This is an optimization exercise on Yosys and OpenROAD, whose aim is small area, a short achievable clock period and few clock cycles per item, not a production implementation. Where RTL was checked, it was by simulation tests only, not by an equivalence proof against the original. No functional check of the RTL was part of runs 1 to 3.

**design.v**
```verilog
package tksg_pkg;
    localparam int STATE_BITS = 288;
    localparam int KEY_BITS   = 80;
    localparam int IV_BASE    = 93;
    localparam int WORD_BITS  = 64;
    localparam int COUNT_W    = 7;
    localparam int ROUNDS_W   = 12;
    localparam int CFG_IDX_W  = 3;
    localparam int UNROLL     = 64;    
    localparam int OFF_W      = 6;     
    localparam logic [ROUNDS_W-1:0] WARMUP_RESET = 12'd576;
    localparam logic OP_RESTART  = 1'b0;
    localparam logic OP_GENERATE = 1'b1;
    localparam logic [CFG_IDX_W-1:0] CFG_KEY_LOW  = 3'd0;
    localparam logic [CFG_IDX_W-1:0] CFG_KEY_HIGH = 3'd1;
    localparam logic [CFG_IDX_W-1:0] CFG_IV_LOW   = 3'd2;
    localparam logic [CFG_IDX_W-1:0] CFG_IV_HIGH  = 3'd3;
    localparam logic [CFG_IDX_W-1:0] CFG_WARMUP   = 3'd4;
    typedef struct packed {
        logic               load;        
        logic               step64;      
        logic               out_we;      
        logic               out_par;     
        logic               out_shift;   
        logic               ins_bit;     
        logic               zero;        
        logic [OFF_W-1:0]   off;         
        logic               cnt_we;      
        logic [COUNT_W-1:0] cnt;
    } t_cmd;
endpackage
module tksg_ctrl #(
    parameter int MAX_BITS_PER_ITEM = 64
) (
    input  logic                             i_clk,
    input  logic                             i_rst_n,
    input  logic                             i_in_valid,
    output logic                             o_in_ready,
    input  logic                             i_opcode,
    input  logic [tksg_pkg::COUNT_W-1:0]     i_bits_wanted,
    output logic                             o_out_valid,
    input  logic                             i_out_ready,
    input  logic                             i_cfg_we,
    input  logic [tksg_pkg::CFG_IDX_W-1:0]   i_cfg_index,
    input  logic [tksg_pkg::ROUNDS_W-1:0]    i_cfg_warm,
    output tksg_pkg::t_cmd                   o_cmd
);
    localparam int RW = tksg_pkg::ROUNDS_W;
    localparam int CW = tksg_pkg::COUNT_W;
    localparam int OW = tksg_pkg::OFF_W;
    typedef enum logic [1:0] {
        K_EMPTY = 2'd0,      
        K_PAR   = 2'd1,      
        K_SER   = 2'd2       
    } t_kind;
    logic [RW-1:0]    r_warm;
    logic [RW-OW-1:0] r_steps;       
    logic [OW-1:0]    r_off;
    logic             r_rdy;
    logic             r_out_valid;
    logic             r_pend;
    t_kind            r_kind;
    logic [CW-1:0]    r_n;
    logic [OW-1:0]    r_si;          
    logic             r_zero;
    logic             accept;
    logic             slot_free;
    logic [CW-1:0]    n_in;
    t_kind            kind_in;
    t_kind            kind;
    logic             go;            
    logic             par_exec;
    logic             empty_exec;
    logic             ser_step;
    logic             ser_last;
    logic             ser_bit;
    logic             load;
    logic             pend_next;
    logic             steps_nz;
    logic [RW-OW-1:0] steps_next;
    assign accept    = i_in_valid && r_rdy;
    assign slot_free = !r_out_valid || i_out_ready;
    assign n_in      = i_bits_wanted[CW-1] ? CW'(MAX_BITS_PER_ITEM) : i_bits_wanted;
    assign load      = accept && (i_opcode == tksg_pkg::OP_RESTART);
    assign steps_nz  = (r_steps != '0);
    always_comb begin
        if (i_opcode == tksg_pkg::OP_RESTART || n_in == '0)
            kind_in = K_EMPTY;
        else if (n_in[CW-1] && r_off == '0)
            kind_in = K_PAR;
        else
            kind_in = K_SER;
    end
    assign kind = r_pend ? r_kind : kind_in;
    assign go   = accept || r_pend;
    assign empty_exec = go && kind == K_EMPTY && slot_free;
    assign par_exec   = go && kind == K_PAR && slot_free;
    assign ser_step   = r_pend && r_kind == K_SER && !r_out_valid;
    assign ser_last   = ser_step && r_si == '1;
    assign ser_bit    = ser_step && (CW'(r_si) < r_n);
    assign pend_next  = (go && !empty_exec && !par_exec && !(ser_last));
    always_comb begin
        steps_next = r_steps;
        if (load)
            steps_next = r_warm[RW-1:OW];
        else if (steps_nz)
            steps_next = r_steps - 1'b1;
    end
    always_comb begin
        o_cmd           = '0;
        o_cmd.load      = load;
        o_cmd.step64    = steps_nz || par_exec || (ser_bit && r_off == '1);
        o_cmd.out_we    = empty_exec || par_exec || ser_step;
        o_cmd.out_par   = par_exec;
        o_cmd.out_shift = ser_step;
        o_cmd.ins_bit   = ser_bit && !r_zero;
        o_cmd.zero      = r_zero;
        o_cmd.off       = r_off;
        o_cmd.cnt_we    = empty_exec || par_exec || ser_last;
        o_cmd.cnt       = par_exec ? CW'(MAX_BITS_PER_ITEM) : ser_last ? r_n : '0;
    end
    always_ff @(posedge i_clk) begin
        if (!i_rst_n) begin
            r_warm      <= tksg_pkg::WARMUP_RESET;
            r_steps     <= '0;
            r_off       <= '0;
            r_rdy       <= 1'b1;
            r_out_valid <= 1'b0;
            r_pend      <= 1'b0;
            r_zero      <= 1'b1;
        end else begin
            if (i_cfg_we && i_cfg_index == tksg_pkg::CFG_WARMUP)
                r_warm <= i_cfg_warm;
            r_steps     <= steps_next;
            if (load)
                r_off <= r_warm[OW-1:0];
            else if (ser_bit)
                r_off <= r_off + 1'b1;
            r_rdy       <= !pend_next && (steps_next == '0);
            r_out_valid <= empty_exec || par_exec || ser_last ||
                           (r_out_valid && !i_out_ready);
            r_pend      <= pend_next;
            if (load)
                r_zero <= 1'b0;
        end
    end
    always_ff @(posedge i_clk) begin
        if (accept) begin
            r_kind <= kind_in;
            r_n    <= n_in;
            r_si   <= '0;
        end else if (ser_step) begin
            r_si   <= r_si + 1'b1;
        end
    end
    assign o_in_ready  = r_rdy;
    assign o_out_valid = r_out_valid;
endmodule
module tksg_dp (
    input  logic                                 i_clk,
    input  logic                                 i_rst_n,
    input  logic                                 i_cfg_we,
    input  logic [tksg_pkg::CFG_IDX_W-1:0]       i_cfg_index,
    input  logic [tksg_pkg::WORD_BITS-1:0]       i_cfg_data,
    input  tksg_pkg::t_cmd                       i_cmd,
    output logic [tksg_pkg::WORD_BITS-1:0]       o_keystream_word,
    output logic [tksg_pkg::COUNT_W-1:0]         o_bit_count
);
    localparam int SB = tksg_pkg::STATE_BITS;
    localparam int WB = tksg_pkg::WORD_BITS;
    localparam int U  = tksg_pkg::UNROLL;
    logic [63:0]   r_key_low;
    logic [15:0]   r_key_high;
    logic [63:0]   r_iv_low;
    logic [15:0]   r_iv_high;
    logic [3:0]    r_cz;             
    logic [SB-1:0] r_state;
    logic [SB-1:0] load_state;
    logic [SB-1:0] st64;
    logic [U-1:0]  z64;
    logic          zsel;
    logic [WB-1:0] r_out_word;
    logic [tksg_pkg::COUNT_W-1:0] r_out_count;
    function automatic logic [SB:0] round(input logic [SB-1:0] s);
        logic t1, t2, t3;
        logic [SB-1:0] n;
        t1 = s[65]  ^ s[92];
        t2 = s[161] ^ s[176];
        t3 = s[242] ^ s[287];
        n      = {s[SB-2:0], 1'b0};
        n[0]   = t3 ^ (s[285] & s[286]) ^ s[68];
        n[93]  = t1 ^ (s[90]  & s[91])  ^ s[170];
        n[177] = t2 ^ (s[174] & s[175]) ^ s[263];
        round = {t1 ^ t2 ^ t3, n};
    endfunction
    always_comb begin : p_round
        logic [SB:0] r;
        logic [SB-1:0] s;
        s   = r_state;
        for (int i = 0; i < U; i++) begin
            r      = round(s);
            z64[i] = r[SB];
            s      = r[SB-1:0];
        end
        st64 = s;
    end
    always_comb begin
        load_state = '0;
        load_state[63:0]    = r_key_low  & {64{!r_cz[0]}};
        load_state[79:64]   = r_key_high & {16{!r_cz[1]}};
        load_state[156:93]  = r_iv_low   & {64{!r_cz[2]}};
        load_state[172:157] = r_iv_high  & {16{!r_cz[3]}};
        load_state[287:285] = 3'b111;
    end
    always_ff @(posedge i_clk) begin
        if (!i_rst_n) begin
            r_cz <= '1;
        end else if (i_cfg_we) begin
            unique case (i_cfg_index)
                tksg_pkg::CFG_KEY_LOW:  r_cz[0] <= 1'b0;
                tksg_pkg::CFG_KEY_HIGH: r_cz[1] <= 1'b0;
                tksg_pkg::CFG_IV_LOW:   r_cz[2] <= 1'b0;
                tksg_pkg::CFG_IV_HIGH:  r_cz[3] <= 1'b0;
                default: ;
            endcase
        end
    end
    always_ff @(posedge i_clk) begin
        if (i_rst_n && i_cfg_we) begin
            unique case (i_cfg_index)
                tksg_pkg::CFG_KEY_LOW:  r_key_low  <= i_cfg_data;
                tksg_pkg::CFG_KEY_HIGH: r_key_high <= i_cfg_data[15:0];
                tksg_pkg::CFG_IV_LOW:   r_iv_low   <= i_cfg_data;
                tksg_pkg::CFG_IV_HIGH:  r_iv_high  <= i_cfg_data[15:0];
                default: ;
            endcase
        end
    end
    always_ff @(posedge i_clk) begin
        if (i_cmd.load) begin
            r_state <= load_state;
        end else if (i_cmd.step64) begin
            r_state <= st64;
        end
    end
    assign zsel = z64[i_cmd.off];
    always_ff @(posedge i_clk) begin
        if (i_cmd.out_we) begin
            if (i_cmd.out_par)
                r_out_word <= z64 & {WB{!i_cmd.zero}};
            else if (i_cmd.out_shift)
                r_out_word <= {zsel && i_cmd.ins_bit, r_out_word[WB-1:1]};
            else
                r_out_word <= '0;
        end
        if (i_cmd.cnt_we)
            r_out_count <= i_cmd.cnt;
    end
    assign o_keystream_word = r_out_word;
    assign o_bit_count      = r_out_count;
endmodule
module trivium_keystream_generator_top #(
    parameter int MAX_BITS_PER_ITEM = 64
) (
    input  logic                               i_clk,
    input  logic                               i_rst_n,
    input  logic                               i_in_valid,
    output logic                               o_in_ready,
    input  logic                               i_opcode,
    input  logic [tksg_pkg::COUNT_W-1:0]       i_bits_wanted,
    output logic                               o_out_valid,
    input  logic                               i_out_ready,
    output logic [tksg_pkg::WORD_BITS-1:0]     o_keystream_word,
    output logic [tksg_pkg::COUNT_W-1:0]       o_bit_count,
    input  logic                               i_cfg_we,
    input  logic [tksg_pkg::CFG_IDX_W-1:0]     i_cfg_index,
    input  logic [tksg_pkg::WORD_BITS-1:0]     i_cfg_data
);
    tksg_pkg::t_cmd cmd;
    tksg_ctrl #(
        .MAX_BITS_PER_ITEM (MAX_BITS_PER_ITEM)
    ) u_ctrl (
        .i_clk         (i_clk),
        .i_rst_n       (i_rst_n),
        .i_in_valid    (i_in_valid),
        .o_in_ready    (o_in_ready),
        .i_opcode      (i_opcode),
        .i_bits_wanted (i_bits_wanted),
        .o_out_valid   (o_out_valid),
        .i_out_ready   (i_out_ready),
        .i_cfg_we      (i_cfg_we),
        .i_cfg_index   (i_cfg_index),
        .i_cfg_warm    (i_cfg_data[tksg_pkg::ROUNDS_W-1:0]),
        .o_cmd         (cmd)
    );
    tksg_dp u_dp (
        .i_clk            (i_clk),
        .i_rst_n          (i_rst_n),
        .i_cfg_we         (i_cfg_we),
        .i_cfg_index      (i_cfg_index),
        .i_cfg_data       (i_cfg_data),
        .i_cmd            (cmd),
        .o_keystream_word (o_keystream_word),
        .o_bit_count      (o_bit_count)
    );
endmodule
```
**run.sh**
```bash
#!/bin/bash
# synth_recipe.tcl (not shown) runs the flow's synth.tcl, then flattens the netlist and writes it again
# the make line also repeats each setting of config.mk as NAME=value (left out here)
make -C /OpenROAD-flow-scripts/flow DESIGN_CONFIG=/design/flow/config.mk WORK_HOME=/design/flow/orfs CLKGATE_MAP_FILE= SYNTH_SCRIPT=/design/flow/synth_recipe.tcl finish
```
**config.mk**
```make
export PLATFORM = sky130hd
export DESIGN_NAME = trivium_keystream_generator_top
export DESIGN_NICKNAME = trivium_keystream_generator_top
export VERILOG_FILES = /design/flow/design.v
export SDC_FILE = /design/flow/constraint.sdc
export NUM_CORES = 4
export LEC_CHECK = 0
export ABC_CLOCK_PERIOD_IN_PS = 2300
export CAP_MARGIN = 20
export CORE_MARGIN = 2
export CORE_UTILIZATION = 40
export SETUP_SLACK_MARGIN = 2.7
export SLEW_MARGIN = 20
```
**constraint.sdc**
```tcl
create_clock -name core_clock -period 5.0 [get_ports {i_clk}]
set_input_delay 1.0000 -clock core_clock [delete_from_list [all_inputs] [get_ports {i_clk}]]
set_output_delay 1.0000 -clock core_clock [all_outputs]
set_load 0.01 [all_outputs]
```
==> impl_metrics.env, run 1 <==
export IMPL_required_ns=5.54
export IMPL_drive_gt1_share_pct=28.4
export IMPL_grt_setup_unrepaired="yes"
export IMPL_cts_sinks=566
export IMPL_setup_viol=0
export IMPL_routabilityCongestion=1.01
export IMPL_syn_area_um2=28600
export IMPL_io_pins=153
export IMPL_most_common_layout_cells="xnor2_1 (470), edfxtp_1 (400), nand2_1 (331)"
export IMPL_ys_types=68
export IMPL_numPortBuffers=152
export IMPL_yosys_area_share_simple_pct=7.89
export IMPL_synth_yosys_seq_area_share_pct=53.5
export IMPL_coreArea_um2=71200
export IMPL_reg2regPathDepth=14
export IMPL_cp_arrival_ns=3.55
export IMPL_cts_path_max_buffers=3
export IMPL_die_w_um=272
export IMPL_hold_violations=0
export IMPL_die_h_um=272
export IMPL_worstPathMaxFanout=6
export IMPL_clock_latency_ns=0.65
export IMPL_r2r_end="u_dp.r_state[182]$_SDFFE_PP0P_"
export IMPL_design_die_area_um2=73800
export IMPL_hold_path_class="reg -> reg"
export IMPL_synth_compound_area_share_pct=11.4
export IMPL_dp_hpwl_um=80400
export IMPL_async_flop_share_pct=0
export IMPL_synthToLayoutAreaGrowth_pct=37.9
export IMPL_wl_per_cell_um=32.0
export IMPL_cts_hold_buf=0
export IMPL_outcome="timing/DRC/antenna clean"
export IMPL_synthMuxAreaShare_pct=0.756
export IMPL_cap_violations=0
export IMPL_fin_tns_setup_ns=0
export IMPL_synthAdderAreaFrac_pct=0.393
export IMPL_ys_warn_count=2
export IMPL_drcViolationCount=0
export IMPL_grt_pass1_vias=21800
export IMPL_worstSetupPathType="reg -> reg"
export IMPL_synth_seq_cells=566
export IMPL_hold_worst_slack_ns=0.447
export IMPL_dr_pass1_iters=6
export IMPL_timing_final_ws_setup_ns=1.99
export IMPL_cts_made_buffers=66
export IMPL_vias=22900
export IMPL_routed_via_density=5.91
export IMPL_layout_nets=2959
export IMPL_synth_xor_area_share_pct=22.4
export IMPL_maxSlewViolCount=0
export IMPL_htreeDepth=3
export IMPL_clkSlewWorstSetupHoldPaths_ns=0.06
export IMPL_wl_um=124000
export IMPL_synth_ff_type="edfxtp_1"
export IMPL_relSlewSlack_pct=9.56
export IMPL_syn_area_per_cell_um2=11.5
export IMPL_min_period_over_period_pct=60.1
export IMPL_r2r_start="u_ctrl.r_off[0]$_SDFFE_PN0P_"
export IMPL_r2r_setup_slack_ns=1.99
export IMPL_period_needed_ns=3.01
export IMPL_final_common_cell="xnor2_1"
export IMPL_insertedDiodeCount=0
export IMPL_drt_iter0_drc=3157
export IMPL_max_slew_worst_pin_slew_ns=1.35
export IMPL_cts_tree="done"
export IMPL_synth_edff_count=400
export IMPL_cp_end_kind="register"
export IMPL_finClkSkew_ns=0.0351
export IMPL_row_count=98
export IMPL_synth_cells=2487
export IMPL_initial_core_util_pct=40.2
export IMPL_syn_num_nets=2576
export IMPL_ctsRootBufferMaster="clkbuf_16"
export IMPL_hold_path_endpoint="u_dp.r_cz[3]$_SDFFE_PN1P_"
export IMPL_place_ws_ns=1.01
export IMPL_grt_pass1_wl_um=167000
export IMPL_drtAntennaViolNets=0
export IMPL_synth_top_family_by_area="XOR/XNOR gates"
export IMPL_worstSetupStartpointType="register"
export IMPL_grt_max_degree=126
export IMPL_final_core_util_pct=55.5
export IMPL_overflow=0
export IMPL_track_usage_pct=32.3
export IMPL_worstHoldStart="u_dp.r_cz[3]$_SDFFE_PN1P_"
export IMPL_clock_fmax_mhz=333
export IMPL_hold_path_depth=2
export IMPL_antenna_found_initial=0
-- worst max-delay path by stage --
stage | startpoint | to | slack (ns) | depth (start not counted)
final | u_ctrl.r_off[0]$_SDFFE_PN0P_ | u_dp.r_state[182]$_SDFFE_PP0P_ | 1.99 | 14
after global placement | i_bits_wanted[6] | u_dp.r_out_word[21]$_DFFE_PP_ | 1.11 | 9
after floorplan | i_rst_n | u_dp.r_key_low[0]$_DFFE_PP_ | 1.27 | 3
after CTS | u_ctrl.r_n[1]$_DFFE_PP_ | u_dp.r_state[15]$_DFFE_PP_ | 2.12 | 13
after detailed placement | i_bits_wanted[6] | u_dp.r_out_word[19]$_DFFE_PP_ | 1.01 | 9
after global routing | u_ctrl.r_off[3]$_SDFFE_PN0P_ | u_dp.r_state[182]$_SDFFE_PP0P_ | 1.94 | 13
-- routing by layer --
layer  vias to the layer above  part of all wire [%]  global-route usage (%)
li1                       9490                     -                       -
met1                     11400                    37                    41.9
met2                      1559                    43                    48.5
met3                       426                    10                    6.48
met4                         0                   8.8                    22.8
met5                         -                     0                       0
-- kinds of logic after synthesis --
kind of cell    Yosys count
compound gates          423
xor+xnor                688
fa+ha+maj                 9
buf+inv                 234
flops                   566
mux                      14
simple gates            553
-- critical path: stages, from the launching register on --
cell      delay [ns]
dfxtp_1         0.31
inv_1           0.28
ha_1            0.29
nand2_4         0.08
or2_4           0.25
a311o_1         0.34
a21oi_4         0.21
buf_6           0.13
a311o_2         0.16
buf_12          0.13
buf_16          0.14
buf_12          0.14
buf_16          0.13
nor2_1          0.05
a211oi_1        0.25
-- metrics by stage --
| step | cell area, um2 | cells |
|---|---|---|
| global route | 39500 | 3873 |
| floorplan | 29000 | 2487 |
| detailed placement | 31200 | 3428 |
| global placement | 31200 | 3428 |
| CTS | 37900 | 3790 |
| finish | 39500 | 3873 |
-- flip-flops by register name, summed over array words and instances (netlist names), 4 cells and up --
name / cells
u_dp.r_out_count: 7
u_ctrl.r_steps: 6
u_ctrl.r_n: 7
u_ctrl.r_warm: 12
u_dp.r_out_word: 64
u_dp.r_key_high: 16
u_ctrl.r_si: 6
u_dp.r_state: 288
u_dp.r_key_low: 64
u_ctrl.r_off: 6
u_dp.r_iv_low: 64
u_dp.r_iv_high: 16
u_dp.r_cz: 4
-- cell usage after synthesis (3+ instances only) --
cell type	number	area, um2
buf_1	3	11.3
nand2_1	390	1460
or3_1	3	18.8
o2111ai_1	4	35.0
xnor2_1	530	4640
nor2b_1	6	37.5
buf_4	19	143
mux4_2	6	135
xor2_1	129	1130
nor2_1	94	353
edfxtp_1	400	12000
clkbuf_1	154	578
buf_2	25	125
o211ai_1	5	37.5
o31ai_1	11	82.6
mux2i_1	7	70.1
dfxtp_1	166	3320
a22o_1	212	1860
and2_1	6	37.5
o21ai_0	5	25.0
inv_1	20	75.1
buf_6	6	67.6
nand3_1	10	50.1
a21oi_1	86	430
ha_1	9	113
clkbuf_2	5	25.0
nor4_1	5	31.3
xnor3_1	28	631
nor3_1	11	55.1
nand4_1	7	43.8
nand2b_1	5	31.3
a211oi_1	73	548
-- repair_timing --
action	4_1_cts	5_1_grt
gates resized for setup	599	159
pin swaps	107	90
endpoints found under the setup margin	832	648
gates cloned	74	20
endpoints found under the hold margin	0	0
buffers inserted	167	63
-- final cells by class --
type                    instances  area, um2
clock buffers                  84       1750
repair buffers                514       6700
flip-flops and latches        566      15400
well taps                     950       1190
fillers                      5730      31700
inverters                      22       96.3
clock inverters                37        343
multi-input cells            1700      14100
==> run 2: changes to the inputs <==
--- a/design.v
+++ b/design.v
@@ -64,4 +64,6 @@
     logic [OW-1:0]    r_si;          
     logic             r_zero;
+    logic             r_steps_nz;    
+    logic             r_fast;        
     logic             accept;
     logic             slot_free;
@@ -77,11 +79,13 @@
     logic             load;
     logic             pend_next;
-    logic             steps_nz;
     logic [RW-OW-1:0] steps_next;
+    logic [OW-1:0]    off_next;
+    logic             rdy_next;
+    logic             pend_par;
+    logic             new_par;
     assign accept    = i_in_valid && r_rdy;
     assign slot_free = !r_out_valid || i_out_ready;
     assign n_in      = i_bits_wanted[CW-1] ? CW'(MAX_BITS_PER_ITEM) : i_bits_wanted;
     assign load      = accept && (i_opcode == tksg_pkg::OP_RESTART);
-    assign steps_nz  = (r_steps != '0);
     always_comb begin
         if (i_opcode == tksg_pkg::OP_RESTART || n_in == '0)
@@ -95,5 +99,7 @@
     assign go   = accept || r_pend;
     assign empty_exec = go && kind == K_EMPTY && slot_free;
-    assign par_exec   = go && kind == K_PAR && slot_free;
+    assign pend_par   = r_pend && r_kind == K_PAR;
+    assign new_par    = i_in_valid && r_fast && i_opcode && i_bits_wanted[CW-1];
+    assign par_exec   = (pend_par || new_par) && slot_free;
     assign ser_step   = r_pend && r_kind == K_SER && !r_out_valid;
     assign ser_last   = ser_step && r_si == '1;
@@ -104,11 +110,19 @@
         if (load)
             steps_next = r_warm[RW-1:OW];
-        else if (steps_nz)
+        else if (r_steps_nz)
             steps_next = r_steps - 1'b1;
     end
     always_comb begin
+        off_next = r_off;
+        if (load)
+            off_next = r_warm[OW-1:0];
+        else if (ser_bit)
+            off_next = r_off + 1'b1;
+    end
+    assign rdy_next = !pend_next && (steps_next == '0);
+    always_comb begin
         o_cmd           = '0;
         o_cmd.load      = load;
-        o_cmd.step64    = steps_nz || par_exec || (ser_bit && r_off == '1);
+        o_cmd.step64    = r_steps_nz || par_exec || (ser_bit && r_off == '1);
         o_cmd.out_we    = empty_exec || par_exec || ser_step;
         o_cmd.out_par   = par_exec;
@@ -126,4 +140,6 @@
             r_off       <= '0;
             r_rdy       <= 1'b1;
+            r_fast      <= 1'b1;
+            r_steps_nz  <= 1'b0;
             r_out_valid <= 1'b0;
             r_pend      <= 1'b0;
@@ -133,9 +149,8 @@
                 r_warm <= i_cfg_warm;
             r_steps     <= steps_next;
-            if (load)
-                r_off <= r_warm[OW-1:0];
-            else if (ser_bit)
-                r_off <= r_off + 1'b1;
-            r_rdy       <= !pend_next && (steps_next == '0);
+            r_off       <= off_next;
+            r_rdy       <= rdy_next;
+            r_fast      <= rdy_next && (off_next == '0);
+            r_steps_nz  <= (steps_next != '0);
             r_out_valid <= empty_exec || par_exec || ser_last ||
                            (r_out_valid && !i_out_ready);
--- a/config.mk
+++ b/config.mk
@@ -6,8 +6,8 @@
 export NUM_CORES = 4
 export LEC_CHECK = 0
-export ABC_CLOCK_PERIOD_IN_PS = 2300
+export ABC_CLOCK_PERIOD_IN_PS = 2200
 export CAP_MARGIN = 20
 export CORE_MARGIN = 2
-export CORE_UTILIZATION = 40
-export SETUP_SLACK_MARGIN = 2.7
+export CORE_UTILIZATION = 60
+export SETUP_SLACK_MARGIN = 2.8
 export SLEW_MARGIN = 20
==> run 2 against run 1 <==
  * Final area shrank 3.6%
  * Clock skew rose by 0.013 ns
  * Via count down 0.19%
  * Core utilization up 25 points
  * Clock-buffer cell count did not move
  * Critical path depth decreased by 6
  * Global-route usage up 13 points
  * Synthesized cell count is 1.9% lower
  * Critical endpoint is now u_dp.r_out_word[63]$_DFFE_PP_
==> impl_metrics.env, run 2 <==
export IMPL_routabilityCongestion=1.03
export IMPL_hold_violations=0
export IMPL_ys_warn_count=2
export IMPL_cp_arrival_ns=3.29
export IMPL_syn_area_um2=28700
export IMPL_dp_cells=3033
export IMPL_vias=22900
export IMPL_outcome="timing/DRC/antenna clean"
export IMPL_dr_pass1_iters=6
export IMPL_die_w_um=223
export IMPL_overflow=0
export IMPL_track_usage_pct=45.3
export IMPL_grt_max_degree=67
export IMPL_drcViolationCount=0
export IMPL_wl_um=117000
export IMPL_htreeDepth=2
export IMPL_dp_hpwl_um=71200
export IMPL_row_count=80
export IMPL_worstPathMaxFanout=5
export IMPL_relSlewSlack_pct=40.4
export IMPL_cts_sinks=568
export IMPL_final_core_util_pct=80.2
export IMPL_fin_tns_setup_ns=0
export IMPL_min_period_over_period_pct=56.3
export IMPL_top_register="u_dp.r_state"
export IMPL_cts_made_buffers=58
export IMPL_insertedDiodeCount=0
export IMPL_syn_area_per_cell_um2=11.8
export IMPL_synthToLayoutAreaGrowth_pct=32.7
export IMPL_largest_reg_flops=288
export IMPL_synth_commonest_cells="xnor2_1 (616), edfxtp_1 (400), nand2_1 (253), a22o_1 (221), nor2_1 (169)"
export IMPL_worstSetupStartpointType="register"
export IMPL_synthTopCellsByArea="edfxtp_1 (42%), xnor2_1 (19%), dfxtp_1 (12%)"
export IMPL_clkSlewWorstSetupHoldPaths_ns=0.07
export IMPL_setup_viol=0
export IMPL_worstSetupPathType="reg -> reg"
export IMPL_max_slew_worst_pin_slew_ns=0.895
export IMPL_clock_latency_ns=0.66
export IMPL_yosysTopAreaCellShare_pct=41.9
export IMPL_yosysTopAreaCell="edfxtp_1"
export IMPL_die_h_um=223
export IMPL_cts_path_max_buffers=3
export IMPL_design_die_area_um2=49600
export IMPL_cap_violations=0
export IMPL_drive_gt1_share_pct=24.3
export IMPL_io_pins=153
export IMPL_most_common_layout_cells="xnor2_1 (529), edfxtp_1 (400), nand2_1 (250)"
export IMPL_maxSlewViolCount=0
export IMPL_grt_setup_unrepaired="yes"
export IMPL_coreArea_um2=47400
export IMPL_drtAntennaViolNets=0
export IMPL_async_flop_share_pct=0
export IMPL_synth_edff_count=400
export IMPL_clock_fmax_mhz=355
export IMPL_wl_per_cell_um=33.8
export IMPL_antenna_found_initial=4
export IMPL_grt_pass1_vias=21400
export IMPL_drt_iter0_drc=4131
export IMPL_routed_via_density=6.58
export IMPL_hold_path_class="reg -> reg"
export IMPL_syn_num_nets=2529
export IMPL_required_ns=5.47
export IMPL_cts_tree="done"
export IMPL_numPortBuffers=152
export IMPL_layout_nets=2901
export IMPL_synth_yosys_seq_area_share_pct=53.6
export IMPL_cp_end_kind="register"
export IMPL_synth_most_common_cell="xnor2_1"
export IMPL_synth_cells=2440
export IMPL_finClkSkew_ns=0.0485
export IMPL_period_needed_ns=2.82
export IMPL_final_common_cell="xnor2_1"
export IMPL_synth_seq_cells=568
export IMPL_synth_ff_type="edfxtp_1"
export IMPL_ctsRootBufferMaster="clkbuf_16"
export IMPL_grt_pass1_wl_um=157000
export IMPL_instances_no_fill=3474
export IMPL_ys_types=69
export IMPL_initial_core_util_pct=60.5
run 2: cell count changes in the layout (fill, tap and decap cells not counted), moves of 21 or more:
cell       change
mux2i_1      +126
clkbuf_16     -21
buf_4         +24
nor2_4        -24
buf_2         +26
a211oi_2      -32
a211oi_1      -40
nor2_1       +104
xnor2_1       +59
nand2_2       -41
xor2_1        -35
nand2_1       -81
a21oi_1       -58
run 2: logic make-up after synthesis:
group                      after synthesis  synth area share [%]
xor gates and xnor gates               715                  22.1
and+or+nand+nor                        501                  7.32
muxes                                  144                  5.15
adders and majority gates                9                 0.392
buffers and inverters                  215                  2.93
DFF                                    568                  53.6
AOI/OAI and AO/OA                      288                  8.54
run 2: critical path, stage by stage, from the launching register on:
cell and delay [ns]:
edfxtp_1 0.59, xnor2_1 0.55, xnor2_2 0.22, xnor2_1 0.38, a2111oi_0 0.17, o211ai_1 0.12, o41ai_1 0.10, o41a_1 0.34
a31oi_1 0.15
run 2: area by class of cell:
class | count | area [um2]
fill | 2701 | 9380
sequential | 568 | 15400
clock buffer | 84 | 1610
timing repair buffer | 497 | 5870
clock inverter | 23 | 345
inverter | 16 | 63.8
tap | 615 | 769
multi-input combinational | 1671 | 14000
run 2: worst paths after layout:
path	endpoint	startpoint	cells after the start	slack, ns
worst max-delay path	u_dp.r_out_word[63]$_DFFE_PP_	u_dp.r_state[36]$_DFFE_PP_	8	2.18
worst min-delay path	u_ctrl.r_warm[11]$_SDFFE_PN0P_	u_ctrl.r_warm[11]$_SDFFE_PN0P_	2	0.48
worst max register to register	u_dp.r_out_word[63]$_DFFE_PP_	u_dp.r_state[36]$_DFFE_PP_	8	2.18
worst min register to register	u_ctrl.r_warm[11]$_SDFFE_PN0P_	u_ctrl.r_warm[11]$_SDFFE_PN0P_	2	0.48
run 2: metal layers:
layer	GRT usage [%]	vias to the layer above	wire length (um)
met5	0	-	68
met4	29.1	8	9480
met3	13.6	495	17500
met2	65.5	2107	49400
met1	59.5	11000	40800
li1	-	9214	-
run 2: repair_timing:
item / CTS / global route
cloned: 66 / 7
gates resized for setup: 592 / 76
setup buffers: 218 / 43
pin swaps: 47 / 38
endpoints found under the setup margin: 823 / 744
hold buffers: 0 / 0
run 2: metrics by stage:
| stage | hold slack (ns) | instance area, um2 | worst slack [ns] |
|---|---|---|---|
| floorplan | 0.426 | 29200 | 1.40 |
| global placement | 0.433 | 30600 | 1.20 |
| detailed placement | 0.445 | 30600 | 1.11 |
| CTS | 0.454 | 37200 | 2.32 |
| global route | 0.497 | 38100 | 2.09 |
| finish | 0.476 | 38100 | 2.18 |
==> run 3: changes to the inputs <==
==> flow/run.sh (new file) <==
#!/bin/bash
# standard layout with plain buffers on the ports (instead of the delay cells
# buffer_ports picks by default) and sizing free to change cell footprints
set -euo pipefail
bash standard.sh \
  "BUFFER_PORTS_ARGS=-buffer_cell sky130_fd_sc_hd__buf_4" \
  MATCH_CELL_FOOTPRINT=0 \
  finish > flow_standard.log 2>&1
==> standard.sh (new file) <==
#!/bin/bash
# synth_recipe.tcl (not shown) runs the flow's synth.tcl, then flattens the netlist and writes it again
# the make line also repeats each setting of config.mk as NAME=value (left out here)
make -C /OpenROAD-flow-scripts/flow DESIGN_CONFIG=/design/flow/config.mk WORK_HOME=/design/flow/orfs CLKGATE_MAP_FILE= SYNTH_SCRIPT=/design/flow/synth_recipe.tcl "${@:-finish}"
removed: run.sh
==> run 3 against run 2 <==
  * Still clean
  * Clock skew decreased by 0.0046 ns
  * Sequential share of layout area is 0.70 points higher
  * Final area down 1.8%
  * Via count decreased by 1.0%
  * Synthesized cell count unchanged
  * Critical path depth decreased by 1
  * Die area did not move
  * First-iteration DRC count down 10%
  * Highest routed layer is now met4
==> impl_metrics.env, run 3 <==
export IMPL_final_core_util_pct=78.8
export IMPL_overflow=0
export IMPL_dr_pass1_iters=5
export IMPL_die_w_um=223
export IMPL_synthToLayoutAreaGrowth_pct=30.3
export IMPL_initial_core_util_pct=60.5
export IMPL_outcome="timing/DRC/antenna clean"
export IMPL_cp_end_kind="register"
export IMPL_synth_yosys_seq_area_share_pct=53.6
export IMPL_clkSlewWorstSetupHoldPaths_ns=0.07
export IMPL_synth_top_family_by_area="XOR/XNOR gates"
export IMPL_crit_chain="xnor2_2, xor2_1, xnor2_1, mux4_2, o22a_1, nand4b_1, a31oi_1"
export IMPL_cts_made_buffers=58
export IMPL_hold_path_class="reg -> reg"
export IMPL_coreArea_um2=47400
export IMPL_synth_most_common_cell="xnor2_1"
export IMPL_syn_area_per_cell_um2=11.8
export IMPL_required_ns=5.39
export IMPL_synth_commonest_cells="xnor2_1 (616), edfxtp_1 (400), nand2_1 (253), a22o_1 (221), nor2_1 (169)"
export IMPL_ctsRootBufferMaster="clkbuf_16"
export IMPL_dp_cells=3030
export IMPL_design_die_area_um2=49600
export IMPL_synth_seq_cells=568
export IMPL_htreeDepth=2
export IMPL_async_flop_share_pct=0
export IMPL_fin_tns_setup_ns=0
export IMPL_wl_um=118000
export IMPL_io_pins=153
export IMPL_grt_pass1_wl_um=153000
export IMPL_top_register="u_dp.r_state"
export IMPL_cts_path_max_buffers=3
export IMPL_drt_iter0_drc=3705
export IMPL_min_period_over_period_pct=56.0
export IMPL_yosys_area_share_simple_pct=7.32
export IMPL_antenna_found_initial=1
export IMPL_ys_warn_count=2
export IMPL_instances_no_fill=3453
export IMPL_numPortBuffers=152
export IMPL_max_slew_worst_pin_slew_ns=0.999
export IMPL_final_common_cell="xnor2_1"
export IMPL_hold_violations=0
export IMPL_synth_cells=2440
export IMPL_clock_fmax_mhz=357
export IMPL_grt_max_degree=87
export IMPL_yosysTopAreaCellShare_pct=41.9
export IMPL_die_h_um=223
export IMPL_grt_pass1_vias=21000
export IMPL_worstSetupStartpointType="register"
export IMPL_relSlewSlack_pct=32.4
export IMPL_track_usage_pct=44.2
export IMPL_maxSlewViolCount=0
export IMPL_synth_compound_area_share_pct=8.54
export IMPL_syn_area_um2=28700
export IMPL_drcViolationCount=0
export IMPL_vias=22600
export IMPL_synth_ff_type="edfxtp_1"
export IMPL_largest_reg_flops=288
export IMPL_routed_via_density=6.55
export IMPL_ys_types=69
export IMPL_clock_latency_ns=0.67
export IMPL_cp_arrival_ns=3.19
export IMPL_worstPathMaxFanout=5
export IMPL_cp_num_buf_inv=0
export IMPL_dp_hpwl_um=72800
export IMPL_synthAdderAreaFrac_pct=0.392
export IMPL_yosysTopAreaCell="edfxtp_1"
export IMPL_syn_num_nets=2529
export IMPL_synthTopCellsByArea="edfxtp_1 (42%), xnor2_1 (19%), dfxtp_1 (12%)"
export IMPL_crit_path_max_incr_delay_ns=0.59
export IMPL_row_count=80
export IMPL_routabilityCongestion=1.05
export IMPL_cts_tree="done"
export IMPL_cp_top_family="XOR/XNOR gates"
export IMPL_finClkSkew_ns=0.0439
export IMPL_synth_xor_area_share_pct=22.1
export IMPL_crit_path_top_delay_cell="edfxtp_1"
export IMPL_cap_violations=0
export IMPL_layout_nets=2877
export IMPL_setup_viol=0
export IMPL_synthMuxAreaShare_pct=5.15
export IMPL_period_needed_ns=2.80
export IMPL_synth_edff_count=400
export IMPL_drive_gt1_share_pct=25.5
export IMPL_cts_sinks=568
export IMPL_drtAntennaViolNets=0
export IMPL_most_common_layout_cells="xnor2_1 (542), edfxtp_1 (400), buf_4 (287)"
export IMPL_worstSetupPathType="reg -> reg"
export IMPL_grt_setup_unrepaired="yes"
export IMPL_wl_per_cell_um=34.1
run 3: worst paths after layout:
check / cells past startpoint / slack, ns / startpoint / end
setup / recovery: 7 / 2.20 / u_dp.r_state[54]$_DFFE_PP_ / u_dp.r_out_word[63]$_DFFE_PP_
hold reg to reg: 2 / 0.45 / u_dp.r_cz[3]$_SDFFE_PN1P_ / u_dp.r_cz[3]$_SDFFE_PN1P_
hold / removal: 2 / 0.45 / u_dp.r_cz[3]$_SDFFE_PN1P_ / u_dp.r_cz[3]$_SDFFE_PN1P_
setup reg to reg: 7 / 2.20 / u_dp.r_state[54]$_DFFE_PP_ / u_dp.r_out_word[63]$_DFFE_PP_
run 3: kinds of logic after synthesis:
| logic type | count (synthesis) |
|---|---|
| AO/OA/AOI/OAI | 288 |
| XOR/XNOR | 715 |
| adder cells (fa/ha/maj) | 9 |
| buffers and inverters | 215 |
| flip-flops | 568 |
| multiplexers | 144 |
| AND/OR/NAND/NOR | 501 |
run 3: layout make-up:
| cell class | count | area, um2 |
|---|---|---|
| antenna | 1 | 2.50 |
| clock buffer | 73 | 1580 |
| clock inverter | 36 | 448 |
| fill | 2708 | 10100 |
| inverter | 16 | 66.3 |
| multi-input combinational | 1674 | 13800 |
| sequential | 568 | 15400 |
| tap | 615 | 769 |
| timing repair buffer | 470 | 5320 |
run 3: repair_timing:
item,4_1_cts,5_1_grt
buffers inserted,177,53
resized for setup,220,98
hold buffers,0,0
gates cloned,55,27
endpoints found under the setup margin,688,699
pin swaps,25,18
run 3: worst min-delay path, cell delays in order (launching register included):
cell	delay, ns
dfxtp_1	0.31
inv_1	0.05
a21oi_1	0.05
run 3: per-stage QoR:
| step | instance area, um2 | hold slack (ns) | setup WS [ns] |
|---|---|---|---|
| after floorplan | 29200 | 0.426 | 1.40 |
| after global placement | 30200 | 0.434 | 1.54 |
| after detailed placement | 30200 | 0.441 | 1.48 |
| after CTS | 36000 | 0.451 | 2.39 |
| after global routing | 37400 | 0.481 | 2.17 |
| final | 37400 | 0.455 | 2.20 |
run 3: routing by layer:
metal | routed length (um) | part of all wire (%) | GRT usage, % | up-vias
met5 | 0 | 0 | 0 | -
met2 | 49800 | 42 | 64.6 | 2032
met3 | 17800 | 15 | 15.6 | 421
met1 | 41200 | 35 | 57.7 | 11000
met4 | 8910 | 7.6 | 24.4 | 0
li1 | - | - | - | 9155
==> run 4: changes to the inputs <==
--- a/design.v
+++ b/design.v
@@ -49,4 +49,5 @@
     localparam int CW = tksg_pkg::COUNT_W;
     localparam int OW = tksg_pkg::OFF_W;
+    localparam int SW = RW - OW;
     typedef enum logic [1:0] {
         K_EMPTY = 2'd0,      
@@ -54,34 +55,38 @@
         K_SER   = 2'd2       
     } t_kind;
-    logic [RW-1:0]    r_warm;
-    logic [RW-OW-1:0] r_steps;       
-    logic [OW-1:0]    r_off;
-    logic             r_rdy;
-    logic             r_out_valid;
-    logic             r_pend;
-    t_kind            r_kind;
-    logic [CW-1:0]    r_n;
-    logic [OW-1:0]    r_si;          
-    logic             r_zero;
-    logic             r_steps_nz;    
-    logic             r_fast;        
-    logic             accept;
-    logic             slot_free;
-    logic [CW-1:0]    n_in;
-    t_kind            kind_in;
-    t_kind            kind;
-    logic             go;            
-    logic             par_exec;
-    logic             empty_exec;
-    logic             ser_step;
-    logic             ser_last;
-    logic             ser_bit;
-    logic             load;
-    logic             pend_next;
-    logic [RW-OW-1:0] steps_next;
-    logic [OW-1:0]    off_next;
-    logic             rdy_next;
-    logic             pend_par;
-    logic             new_par;
+    logic [RW-1:0] r_warm;
+    logic [SW-1:0] r_steps;          
+    logic          r_steps_nz;       
+    logic [OW-1:0] r_off;
+    logic          r_off63;          
+    logic          r_rdy;
+    logic          r_fast;           
+    logic          r_out_valid;
+    logic          r_pend;
+    t_kind         r_kind;
+    logic          r_ser;            
+    logic          r_phase;          
+    logic [CW-1:0] r_n;
+    logic [OW-1:0] r_si;             
+    logic          r_take;           
+    logic          r_zero;
+    logic          accept;
+    logic          slot_free;
+    logic [CW-1:0] n_in;
+    t_kind         kind_in;
+    t_kind         kind;
+    logic          go;               
+    logic          empty_exec;
+    logic          new_par;
+    logic          pend_par;
+    logic          par_exec;
+    logic          ser_shift;
+    logic          ser_last;
+    logic          ser_take;
+    logic          load;
+    logic          pend_next;
+    logic          steps_nz_next;
+    logic [OW-1:0] off_next;
+    logic          rdy_next;
     assign accept    = i_in_valid && r_rdy;
     assign slot_free = !r_out_valid || i_out_ready;
@@ -99,34 +104,29 @@
     assign go   = accept || r_pend;
     assign empty_exec = go && kind == K_EMPTY && slot_free;
-    assign pend_par   = r_pend && r_kind == K_PAR;
     assign new_par    = i_in_valid && r_fast && i_opcode && i_bits_wanted[CW-1];
+    assign pend_par   = r_pend && r_kind == K_PAR;
     assign par_exec   = (pend_par || new_par) && slot_free;
-    assign ser_step   = r_pend && r_kind == K_SER && !r_out_valid;
-    assign ser_last   = ser_step && r_si == '1;
-    assign ser_bit    = ser_step && (CW'(r_si) < r_n);
-    assign pend_next  = (go && !empty_exec && !par_exec && !(ser_last));
-    always_comb begin
-        steps_next = r_steps;
-        if (load)
-            steps_next = r_warm[RW-1:OW];
-        else if (r_steps_nz)
-            steps_next = r_steps - 1'b1;
-    end
+    assign ser_shift  = r_ser && r_phase && !r_out_valid;
+    assign ser_last   = ser_shift && r_si == '1;
+    assign ser_take   = ser_shift && r_take;
+    assign pend_next  = go && !empty_exec && !par_exec && !ser_last;
+    assign steps_nz_next = load ? (r_warm[RW-1:OW] != '0)
+                                : (r_steps_nz && r_steps != SW'(1));
     always_comb begin
         off_next = r_off;
         if (load)
             off_next = r_warm[OW-1:0];
-        else if (ser_bit)
+        else if (ser_take)
             off_next = r_off + 1'b1;
     end
-    assign rdy_next = !pend_next && (steps_next == '0);
+    assign rdy_next = !pend_next && !steps_nz_next;
     always_comb begin
         o_cmd           = '0;
         o_cmd.load      = load;
-        o_cmd.step64    = r_steps_nz || par_exec || (ser_bit && r_off == '1);
-        o_cmd.out_we    = empty_exec || par_exec || ser_step;
+        o_cmd.step64    = r_steps_nz || par_exec || (ser_take && r_off63);
+        o_cmd.out_we    = empty_exec || par_exec || ser_shift;
         o_cmd.out_par   = par_exec;
-        o_cmd.out_shift = ser_step;
-        o_cmd.ins_bit   = ser_bit && !r_zero;
+        o_cmd.out_shift = ser_shift;
+        o_cmd.ins_bit   = r_take && !r_zero;
         o_cmd.zero      = r_zero;
         o_cmd.off       = r_off;
@@ -138,22 +138,31 @@
             r_warm      <= tksg_pkg::WARMUP_RESET;
             r_steps     <= '0;
+            r_steps_nz  <= 1'b0;
             r_off       <= '0;
+            r_off63     <= 1'b0;
             r_rdy       <= 1'b1;
             r_fast      <= 1'b1;
-            r_steps_nz  <= 1'b0;
             r_out_valid <= 1'b0;
             r_pend      <= 1'b0;
+            r_ser       <= 1'b0;
+            r_phase     <= 1'b0;
             r_zero      <= 1'b1;
         end else begin
             if (i_cfg_we && i_cfg_index == tksg_pkg::CFG_WARMUP)
                 r_warm <= i_cfg_warm;
-            r_steps     <= steps_next;
+            if (load)
+                r_steps <= r_warm[RW-1:OW];
+            else if (r_steps_nz)
+                r_steps <= r_steps - 1'b1;
+            r_steps_nz  <= steps_nz_next;
             r_off       <= off_next;
+            r_off63     <= (off_next == '1);
             r_rdy       <= rdy_next;
             r_fast      <= rdy_next && (off_next == '0);
-            r_steps_nz  <= (steps_next != '0);
             r_out_valid <= empty_exec || par_exec || ser_last ||
                            (r_out_valid && !i_out_ready);
             r_pend      <= pend_next;
+            r_ser       <= (r_ser && !ser_last) || (accept && kind_in == K_SER);
+            r_phase     <= r_ser && !r_out_valid && !r_phase;
             if (load)
                 r_zero <= 1'b0;
@@ -165,6 +174,8 @@
             r_n    <= n_in;
             r_si   <= '0;
-        end else if (ser_step) begin
+            r_take <= 1'b1;
+        end else if (ser_shift) begin
             r_si   <= r_si + 1'b1;
+            r_take <= (CW'(r_si) + 1'b1 < r_n);
         end
     end
@@ -195,4 +206,5 @@
     logic [U-1:0]  z64;
     logic          zsel;
+    logic [7:0]    r_zgrp;           
     logic [WB-1:0] r_out_word;
     logic [tksg_pkg::COUNT_W-1:0] r_out_count;
@@ -259,5 +271,9 @@
         end
     end
-    assign zsel = z64[i_cmd.off];
+    always_ff @(posedge i_clk) begin
+        for (int g = 0; g < 8; g++)
+            r_zgrp[g] <= z64[8*g + int'(i_cmd.off[2:0])];
+    end
+    assign zsel = r_zgrp[i_cmd.off[5:3]];
     always_ff @(posedge i_clk) begin
         if (i_cmd.out_we) begin
--- a/config.mk
+++ b/config.mk
@@ -10,4 +10,4 @@
 export CORE_MARGIN = 2
 export CORE_UTILIZATION = 60
-export SETUP_SLACK_MARGIN = 2.8
+export SETUP_SLACK_MARGIN = 2.9
 export SLEW_MARGIN = 20
==> run 4 against run 3 <==
  * Register-to-register slack gained 0.55 ns
  * Hold slack gained 0.0052 ns
  * Worst setup slack gained 0.54 ns
  * First-iteration DRC count shrank 5.4%
  * Synthesized area grew 5.0%
  * Via count grew 7.1%
  * Critical path depth shrank 6
  * Global-route usage shrank 3.6 points
  * Synthesized cell count grew 16%
  * Final area grew 2.3%
==> impl_metrics.env, run 4 <==
export IMPL_track_usage_pct=40.7
export IMPL_design_die_area_um2=52000
export IMPL_final_core_util_pct=76.7
export IMPL_final_common_cell="nand2_1"
export IMPL_r2r_start="u_dp.r_state[18]$_DFFE_PP_"
export IMPL_synth_edff_count=400
export IMPL_syn_area_um2=30100
export IMPL_cp_top_family="flip-flops"
export IMPL_largest_reg_flops=288
export IMPL_routed_via_density=6.33
export IMPL_ctsRootBufferMaster="clkbuf_16"
export IMPL_ys_types=63
export IMPL_dp_hpwl_um=75500
export IMPL_r2r_end="u_dp.r_zgrp[5]$_DFF_P_"
export IMPL_wl_per_cell_um=29.9
export IMPL_setup_viol=0
export IMPL_drtAntennaViolNets=0
export IMPL_cts_made_buffers=60
export IMPL_clock_fmax_mhz=442
export IMPL_grt_setup_unrepaired="yes"
export IMPL_r2r_setup_slack_ns=2.75
export IMPL_coreArea_um2=49900
export IMPL_max_slew_worst_pin_slew_ns=0.899
export IMPL_period_needed_ns=2.26
export IMPL_synth_cells=2832
export IMPL_row_count=82
export IMPL_yosysTopAreaCell="edfxtp_1"
export IMPL_most_common_layout_cells="nand2_1 (479), xnor2_1 (438), edfxtp_1 (400)"
export IMPL_drt_iter0_drc=3504
export IMPL_grt_max_degree=78
export IMPL_syn_num_nets=2923
export IMPL_ys_warn_count=2
export IMPL_instances_no_fill=3828
export IMPL_worstSetupPathType="reg -> out"
export IMPL_cts_path_max_buffers=3
export IMPL_synth_most_common_cell="xnor2_1"
export IMPL_critPathLaunch="u_dp.r_out_word[15]$_DFFE_PP_"
export IMPL_hold_path_class="reg -> reg"
export IMPL_synth_seq_cells=580
export IMPL_htreeDepth=2
export IMPL_numPortBuffers=152
export IMPL_synth_ff_type="edfxtp_1"
export IMPL_synthToLayoutAreaGrowth_pct=27.0
export IMPL_top_register="u_dp.r_state"
export IMPL_setup_worst_path_end="o_keystream_word[15]"
export IMPL_io_pins=153
export IMPL_antenna_found_initial=5
export IMPL_vias=24200
export IMPL_cp_num_cells=1
export IMPL_min_period_over_period_pct=45.2
export IMPL_worstSetupStartpointType="register"
export IMPL_cp_end_kind="output pin"
export IMPL_grt_pass1_wl_um=152000
export IMPL_initial_core_util_pct=60.4
export IMPL_wl_um=114000
export IMPL_reg2regPathDepth=4
export IMPL_cts_sinks=580
export IMPL_dr_pass1_iters=6
export IMPL_dp_cells=3438
export IMPL_async_flop_share_pct=0
export IMPL_yosysTopAreaCellShare_pct=39.9
export IMPL_finClkSkew_ns=0.0175
export IMPL_die_h_um=228
export IMPL_maxSlewViolCount=0
export IMPL_synthTopCellsByArea="edfxtp_1 (40%), xnor2_1 (15%), dfxtp_1 (12%)"
export IMPL_overflow=0
export IMPL_worstPathMaxFanout=2
export IMPL_cts_tree="done"
export IMPL_hold_violations=0
export IMPL_synth_yosys_seq_area_share_pct=51.8
export IMPL_worstHoldStart="u_dp.r_state[177]$_SDFFE_PP0P_"
export IMPL_synth_commonest_cells="xnor2_1 (520), nand2_1 (480), edfxtp_1 (400), nand3_1 (226), dfxtp_1 (180)"
export IMPL_crit_path_top_delay_cell="edfxtp_1"
export IMPL_relSlewSlack_pct=40.0
export IMPL_syn_area_per_cell_um2=10.6
export IMPL_drive_gt1_share_pct=29.4
export IMPL_layout_nets=3196
export IMPL_drcViolationCount=0
export IMPL_cp_arrival_ns=1.26
export IMPL_clock_latency_ns=0.64
export IMPL_die_w_um=228
export IMPL_grt_pass1_vias=21900
export IMPL_required_ns=4.00
export IMPL_clkSlewWorstSetupHoldPaths_ns=0.07
export IMPL_crit_chain="buf_6"
export IMPL_cp_num_buf_inv=1
export IMPL_cap_violations=0
export IMPL_routabilityCongestion=1.07
export IMPL_outcome="timing/DRC/antenna clean"
export IMPL_crit_path_max_incr_delay_ns=0.47
## run 4: cell types whose count changed after synthesis, sizes merged, moves of 67 or more
cell,before,now
buf,31,120
mux2i,141,1
nor2,169,97
a21oi,13,87
a22o,221,63
nand3,7,226
nand2,254,480
xor2,94,161
## run 4: worst min path at each step
stage                                endpoint  slack [ns]  cells past startpoint
2_1_floorplan      u_ctrl.r_zero$_SDFFE_PN1P_        0.44                      2
3_3_place_gp   u_dp.r_state[241]$_SDFFE_PP0P_        0.44                      2
6_report       u_dp.r_state[241]$_SDFFE_PP0P_        0.46                      2
5_1_grt         u_ctrl.r_warm[3]$_SDFFE_PN0P_        0.48                      2
4_1_cts        u_dp.r_state[241]$_SDFFE_PP0P_        0.46                      2
3_5_place_dp   u_dp.r_state[241]$_SDFFE_PP0P_        0.45                      2
## run 4: what timing repair did
item,4_1_cts,5_1_grt
cloned,8,23
buffers inserted,150,95
endpoints found under the setup margin,661,543
pin swaps,12,24
gates resized for setup,137,139
hold buffers,0,0
## run 4: cell families after synthesis
family / count (synthesis) / synth area share [%]
DFF: 580 / 51.8
muxes: 18 / 1.14
and+or+nand+nor: 916 / 13.2
adders and majority gates: 11 / 0.457
AOI/OAI and AO/OA: 325 / 7.52
xor gates and xnor gates: 717 / 21.7
buffers and inverters: 265 / 4.12
## run 4: area by class of cell
class / count / area [um2]
Tap cell: 672 / 841
Multi-Input combinational cell: 1995 / 15200
Antenna cell: 1 / 2.50
Clock inverter: 41 / 527
Timing Repair Buffer: 450 / 4400
Clock buffer: 71 / 1580
Fill cell: 3258 / 11600
Inverter: 18 / 77.6
Sequential cell: 580 / 15600
## run 4: layer usage
| layer | global-route usage, % | up-vias | share of wire [%] |
|---|---|---|---|
| met4 | 20.1 | 2 | 7.2 |
| met1 | 55.9 | 11700 | 37 |
| met5 | 0 | - | 0.011 |
| li1 | - | 10200 | - |
| met2 | 60.2 | 1814 | 42 |
| met3 | 10.4 | 418 | 13 |
## run 4: worst reg2reg max path, stage by stage (launching register included)
cell and delay [ns]:
edfxtp_1 0.53, xor2_1 0.55, xnor2_1 0.28, mux4_2 0.50, mux2_2 0.27
## run 4: per-stage QoR
step	cell area (um2)	setup TNS, ns	hold WS, ns	setup WS [ns]
after floorplan	31200	-5.48	0.436	-0.0856
after global placement	32000	0	0.444	1.44
after detailed placement	32100	0	0.446	1.42
after CTS	36200	0	0.458	2.75
after global routing	38300	0	0.479	2.74
final	38300	0	0.460	2.74
Testbench counts of run 4, summed over its fixed seeds: cycles 1,352, items 65,536.
==> run 5: changes to the inputs <==
--- a/config.mk
+++ b/config.mk
@@ -10,4 +10,4 @@
 export CORE_MARGIN = 2
 export CORE_UTILIZATION = 60
-export SETUP_SLACK_MARGIN = 2.9
+export SETUP_SLACK_MARGIN = 2.0
 export SLEW_MARGIN = 20
==> run 5 against run 4 <==
  * Still clean on timing, DRC and antenna
  * Maximum frequency down 20%
  * Worst setup slack worse by 0.58 ns
  * Non-clock buffer count down 262
  * Hold slack worse by 0.00081 ns
  * Synthesized cell count unchanged
  * Critical path type is now in -> reg
  * Critical endpoint is now u_dp.r_state[153]$_DFFE_PP_
  * Largest cell class unchanged
==> impl_metrics.env, run 5 <==
export IMPL_outcome="timing/DRC/antenna clean"
export IMPL_cts_sinks=580
export IMPL_syn_area_um2=30100
export IMPL_synth_edff_count=400
export IMPL_vias=22000
export IMPL_setup_viol=0
export IMPL_min_period_over_period_pct=56.8
export IMPL_synth_xor_area_share_pct=21.7
export IMPL_final_core_util_pct=67.1
export IMPL_yosys_area_share_simple_pct=13.2
export IMPL_drcViolationCount=0
export IMPL_cts_path_max_buffers=3
export IMPL_cp_top_family="simple AND/OR/NAND/NOR gates"
export IMPL_worstSetupStartpointType="primary input"
export IMPL_ctsRootBufferMaster="clkbuf_16"
export IMPL_htreeDepth=2
export IMPL_io_pins=153
export IMPL_clock_latency_ns=0.64
export IMPL_hold_violations=0
export IMPL_synth_most_common_cell="xnor2_1"
export IMPL_crit_path_top_delay_cell="nand3b_1"
export IMPL_cp_end_kind="register"
export IMPL_hold_path_class="reg -> reg"
export IMPL_row_count=82
export IMPL_design_die_area_um2=52000
export IMPL_final_common_cell="xnor2_1"
export IMPL_cp_arrival_ns=3.15
export IMPL_synthTopCellsByArea="edfxtp_1 (40%), xnor2_1 (15%), dfxtp_1 (12%)"
export IMPL_max_slew_worst_pin_slew_ns=0.983
export IMPL_dr_pass1_iters=6
export IMPL_syn_area_per_cell_um2=10.6
export IMPL_insertedDiodeCount=0
export IMPL_synthAdderAreaFrac_pct=0.457
export IMPL_drtAntennaViolNets=0
export IMPL_drt_iter0_drc=3171
export IMPL_clkSlewWorstSetupHoldPaths_ns=0.06
export IMPL_crit_chain="buf_4, nand3b_1, buf_4, nand2_8, buf_12"
export IMPL_synth_commonest_cells="xnor2_1 (520), nand2_1 (480), edfxtp_1 (400), nand3_1 (226), dfxtp_1 (180)"
export IMPL_grt_setup_unrepaired="no"
export IMPL_worstPathMaxFanout=72
export IMPL_routabilityCongestion=1.05
export IMPL_most_common_layout_cells="xnor2_1 (520), nand2_1 (479), edfxtp_1 (400)"
export IMPL_top_register="u_dp.r_state"
export IMPL_synth_cells=2832
export IMPL_cts_tree="done"
export IMPL_synthMuxAreaShare_pct=1.14
export IMPL_required_ns=5.31
export IMPL_overflow=0
export IMPL_die_w_um=228
export IMPL_largest_reg_flops=288
export IMPL_synth_yosys_seq_area_share_pct=51.8
export IMPL_finClkSkew_ns=0.0315
export IMPL_track_usage_pct=38.9
export IMPL_grt_max_degree=148
export IMPL_async_flop_share_pct=0
export IMPL_grt_pass1_wl_um=146000
export IMPL_dp_hpwl_um=76800
export IMPL_clock_fmax_mhz=352
export IMPL_worstSetupPathType="in -> reg"
export IMPL_yosysTopAreaCellShare_pct=39.9
export IMPL_maxSlewViolCount=0
export IMPL_path_common_cell="buf_4"
export IMPL_post_cts_buffers=0
export IMPL_layout_nets=2926
export IMPL_synth_ff_type="edfxtp_1"
export IMPL_fillCellCount=3910
export IMPL_ys_types=63
export IMPL_die_h_um=228
export IMPL_cp_num_buf_inv=3
export IMPL_wl_um=102000
export IMPL_synth_compound_area_share_pct=7.52
export IMPL_wl_per_cell_um=28.6
export IMPL_drive_gt1_share_pct=13.9
export IMPL_syn_num_nets=2923
export IMPL_synth_top_family_by_area="XOR/XNOR gates"
export IMPL_initial_core_util_pct=60.4
export IMPL_crit_path_max_incr_delay_ns=0.63
export IMPL_relSlewSlack_pct=34.0
export IMPL_synthToLayoutAreaGrowth_pct=11.1
export IMPL_cap_violations=0
export IMPL_numPortBuffers=152
export IMPL_ys_warn_count=2
export IMPL_yosysTopAreaCell="edfxtp_1"
export IMPL_synth_seq_cells=580
export IMPL_routed_via_density=6.18
export IMPL_cts_made_buffers=60
export IMPL_antenna_found_initial=2
export IMPL_coreArea_um2=49900
export IMPL_period_needed_ns=2.84
export IMPL_grt_pass1_vias=20800
run 5: cell counts after synthesis:
No cell type changed its count.
run 5: kinds of logic (layout without fill, tap and decap cells):
kind of cell / after synthesis / after routing
AOI/OAI and AO/OA: 325 / 325
xor gates and xnor gates: 717 / 717
adders and majority gates: 11 / 11
buffers and inverters: 265 / 319
DFF: 580 / 580
muxes: 18 / 18
and+or+nand+nor: 916 / 916
run 5: final cells by class:
class                      instances  area, um2  share of cell area (%)
inverter                          18       67.6                   0.202
sequential                       580      15600                    46.6
timing repair buffer             188       1560                    4.66
multi-input combinational       1987      13400                    40.0
clock buffer                      76       1620                    4.85
tap                              672        841                    2.51
clock inverter                    37        373                    1.11
run 5: per-stage QoR:
step,TNS [ns],cells,worst slack [ns],hold WS (ns),instance area [um2]
2_1_floorplan,-5.48,2832,-0.0856,0.436,30200
3_3_place_gp,0,3443,1.48,0.448,31400
3_5_place_dp,0,3445,1.44,0.451,31500
4_1_cts,0,3558,2.10,0.460,33500
5_1_grt,0,3558,2.02,0.489,33500
6_report,0,3558,2.16,0.459,33500
run 5: worst register-to-register path: cells and delay by family (launching register included):
family                 cells  cell delay, ns
AO/OA/AOI/OAI              3            0.87
AND/OR/NAND/NOR            2            0.67
buffers and inverters      1            0.58
flip-flops                 1            0.44
run 5: final timing paths:
check                           startpoint                            end  slack, ns  cells after the start
max                               i_opcode    u_dp.r_state[153]$_DFFE_PP_       2.16                      5
min          u_ctrl.r_warm[3]$_SDFFE_PN0P_  u_ctrl.r_warm[3]$_SDFFE_PN0P_       0.46                      2
max reg2reg  u_ctrl.r_out_valid$_SDFF_PN0_     u_dp.r_state[12]$_DFFE_PP_       2.23                      6
min reg2reg  u_ctrl.r_warm[3]$_SDFFE_PN0P_  u_ctrl.r_warm[3]$_SDFFE_PN0P_       0.46                      2
run 5: repair_timing:
item,4_1_cts,5_1_grt
hold buffers,0,0
gates resized for setup,0,1
setup endpoints to repair,0,110
run 5: metal layers:
| layer | vias up | share of wire (%) | GRT usage, % |
|---|---|---|---|
| met4 | 4 | 4.8 | 16.1 |
| met5 | - | 0.030 | 0 |
| met2 | 1389 | 42 | 56.0 |
| met1 | 10700 | 41 | 56.6 |
| li1 | 9680 | - | - |
| met3 | 226 | 12 | 9.04 |
==> run 6: changes to the inputs <==
--- a/config.mk
+++ b/config.mk
@@ -10,4 +10,4 @@
 export CORE_MARGIN = 2
 export CORE_UTILIZATION = 60
-export SETUP_SLACK_MARGIN = 2.0
+export SETUP_SLACK_MARGIN = 2.5
 export SLEW_MARGIN = 20
==> run 6 against run 5 <==
  * Still clean
  * Hold slack lost 0.0033 ns
  * Non-clock buffer count shrank 8
  * Routed wire length grew 0.29%
  * Via count grew 0.81%
  * Final cell count shrank 0.14%
  * Synthesized cell count is the same
  * Critical path type is now reg -> reg
==> impl_metrics.env, run 6 <==
export IMPL_cts_made_buffers=61
export IMPL_grt_max_degree=122
export IMPL_outcome="timing/DRC/antenna clean"
export IMPL_path_common_cell="xnor2_1"
export IMPL_track_usage_pct=38.7
export IMPL_antenna_found_initial=0
export IMPL_ys_warn_count=2
export IMPL_die_h_um=228
export IMPL_critPathLaunch="u_dp.r_state[52]$_DFFE_PP_"
export IMPL_grt_pass1_vias=20600
export IMPL_routabilityCongestion=1.02
export IMPL_drt_iter0_drc=3399
export IMPL_numPortBuffers=152
export IMPL_yosysTopAreaCellShare_pct=39.9
export IMPL_required_ns=5.51
export IMPL_cts_tree="done"
export IMPL_coreArea_um2=49900
export IMPL_row_count=82
export IMPL_async_flop_share_pct=0
export IMPL_final_common_cell="xnor2_1"
export IMPL_synth_seq_cells=580
export IMPL_hold_violations=0
export IMPL_cp_num_cells=4
export IMPL_layout_nets=2920
export IMPL_finClkSkew_ns=0.0162
export IMPL_clkSlewWorstSetupHoldPaths_ns=0.06
export IMPL_cp_top_family="XOR/XNOR gates"
export IMPL_syn_area_um2=30100
export IMPL_worstPathMaxFanout=5
export IMPL_drcViolationCount=0
export IMPL_insertedDiodeCount=0
export IMPL_design_die_area_um2=52000
run 6: through the flow:
| stage | setup slack, ns | hold WS (ns) | instances | TNS (ns) |
|---|---|---|---|---|
| global route | 2.52 | 0.470 | 3553 | 0 |
| floorplan | -0.0856 | 0.436 | 2832 | -5.48 |
| CTS | 2.51 | 0.458 | 3553 | 0 |
| finish | 2.49 | 0.456 | 3553 | 0 |
| detailed placement | 1.81 | 0.449 | 3434 | 0 |
| global placement | 1.79 | 0.448 | 3432 | 0 |
run 6: layout make-up:
cell class              instances  area (um2)  area share, %
flip-flops and latches        580       15600           46.6
multi-input cells            1988       13400           40.0
clock buffers                  82        1690           5.05
repair buffers                180        1510           4.52
well taps                     672         841           2.51
clock inverters                33         382           1.14
inverters                      18        67.6          0.202
run 6: per-layer routing:
metal  global-route usage, %  routed length (um)  up-vias
li1                        -                   -     9686
met1                    57.4               41900    10900
met2                    55.3               43000     1430
met3                    7.27               11800      209
met4                    17.5                5140        0
met5                       0                   0        -
run 6: how the worst min path moves through the flow:
| stage | from | to | slack, ns | cells past startpoint |
|---|---|---|---|---|
| after floorplan | u_ctrl.r_zero$_SDFFE_PN1P_ | u_ctrl.r_zero$_SDFFE_PN1P_ | 0.44 | 2 |
| after global placement | u_ctrl.r_warm[5]$_SDFFE_PN0P_ | u_ctrl.r_warm[5]$_SDFFE_PN0P_ | 0.45 | 2 |
| after detailed placement | u_ctrl.r_warm[5]$_SDFFE_PN0P_ | u_ctrl.r_warm[5]$_SDFFE_PN0P_ | 0.45 | 2 |
| after CTS | u_ctrl.r_warm[5]$_SDFFE_PN0P_ | u_ctrl.r_warm[5]$_SDFFE_PN0P_ | 0.46 | 2 |
| after global routing | u_ctrl.r_warm[5]$_SDFFE_PN0P_ | u_ctrl.r_warm[5]$_SDFFE_PN0P_ | 0.47 | 2 |
| final | u_ctrl.r_warm[5]$_SDFFE_PN0P_ | u_ctrl.r_warm[5]$_SDFFE_PN0P_ | 0.46 | 2 |
run 6: kinds of logic after synthesis:
kind of cell / count (synthesis) / synth area share [%]
AOI/OAI and AO/OA: 325 / 7.52
xor gates and xnor gates: 717 / 21.7
adders and majority gates: 11 / 0.457
buffers and inverters: 265 / 4.12
DFF: 580 / 51.8
muxes: 18 / 1.14
and+or+nand+nor: 916 / 13.2
run 6: repair_timing:
item                       4_1_cts  5_1_grt
gates cloned                     2        0
buffers inserted                 2        0
gates resized for setup          1        3
pin swaps                        2        0
setup endpoints to repair       28        9
run 6: tightest hold or removal path: cells and delay by family, from the launching register on:
family / cells / cell delay (ns)
DFF: 1 / 0.31
and+or+nand+nor: 1 / 0.05
AOI/OAI and AO/OA: 1 / 0.05

[separate check: timing with driven ports]
The flow's constraints put no driver on any port. The routed layouts listed below were extracted and timed again, unchanged, in two steps. Step 1 (the two cells are an assumption about what drives the block):
set clk [get_ports {i_clk}]
set_driving_cell -lib_cell sky130_fd_sc_hd__clkbuf_16 $clk
set_driving_cell -lib_cell sky130_fd_sc_hd__buf_2 [delete_from_list [all_inputs] $clk]
Step 2 moves the port delays by t, midway between the first and last clock arrival at a register: inputs arrive t later, outputs are due t later. That takes back most of the time a late clock gives input paths. Slacks: ideal / step 1 / step 2; pairs: ideal / step 1.
| run | t (ns) | setup WS [ns] | hold WS [ns] | latest minus earliest clock arrival (ns) |
|---|---|---|---|---|
| run 1 | 0.706 | 1.994 / 1.994 / 1.324 | 0.447 / 0.447 / 0.447 | 0.039 / 0.039 |
| run 2 | 0.699 | 2.183 / 2.183 / 1.679 | 0.476 / 0.476 / 0.476 | 0.049 / 0.049 |
| run 3 | 0.714 | 2.198 / 2.198 / 1.754 | 0.455 / 0.455 / 0.455 | 0.047 / 0.047 |
| run 4 | 0.696 | 2.738 / 2.673 / 2.196 | 0.460 / 0.460 / 0.460 | 0.019 / 0.019 |
| run 5 | 0.690 | 2.161 / 2.200 / 1.510 | 0.459 / 0.459 / 0.459 | 0.032 / 0.032 |
| run 6 | 0.690 | 2.492 / 2.492 / 1.976 | 0.456 / 0.456 / 0.456 | 0.018 / 0.018 |
After both steps every run listed still meets setup and hold. The setup slack of run 1, which loses most, moves by 0.000 ns with the drivers and by -0.670 ns with both steps.
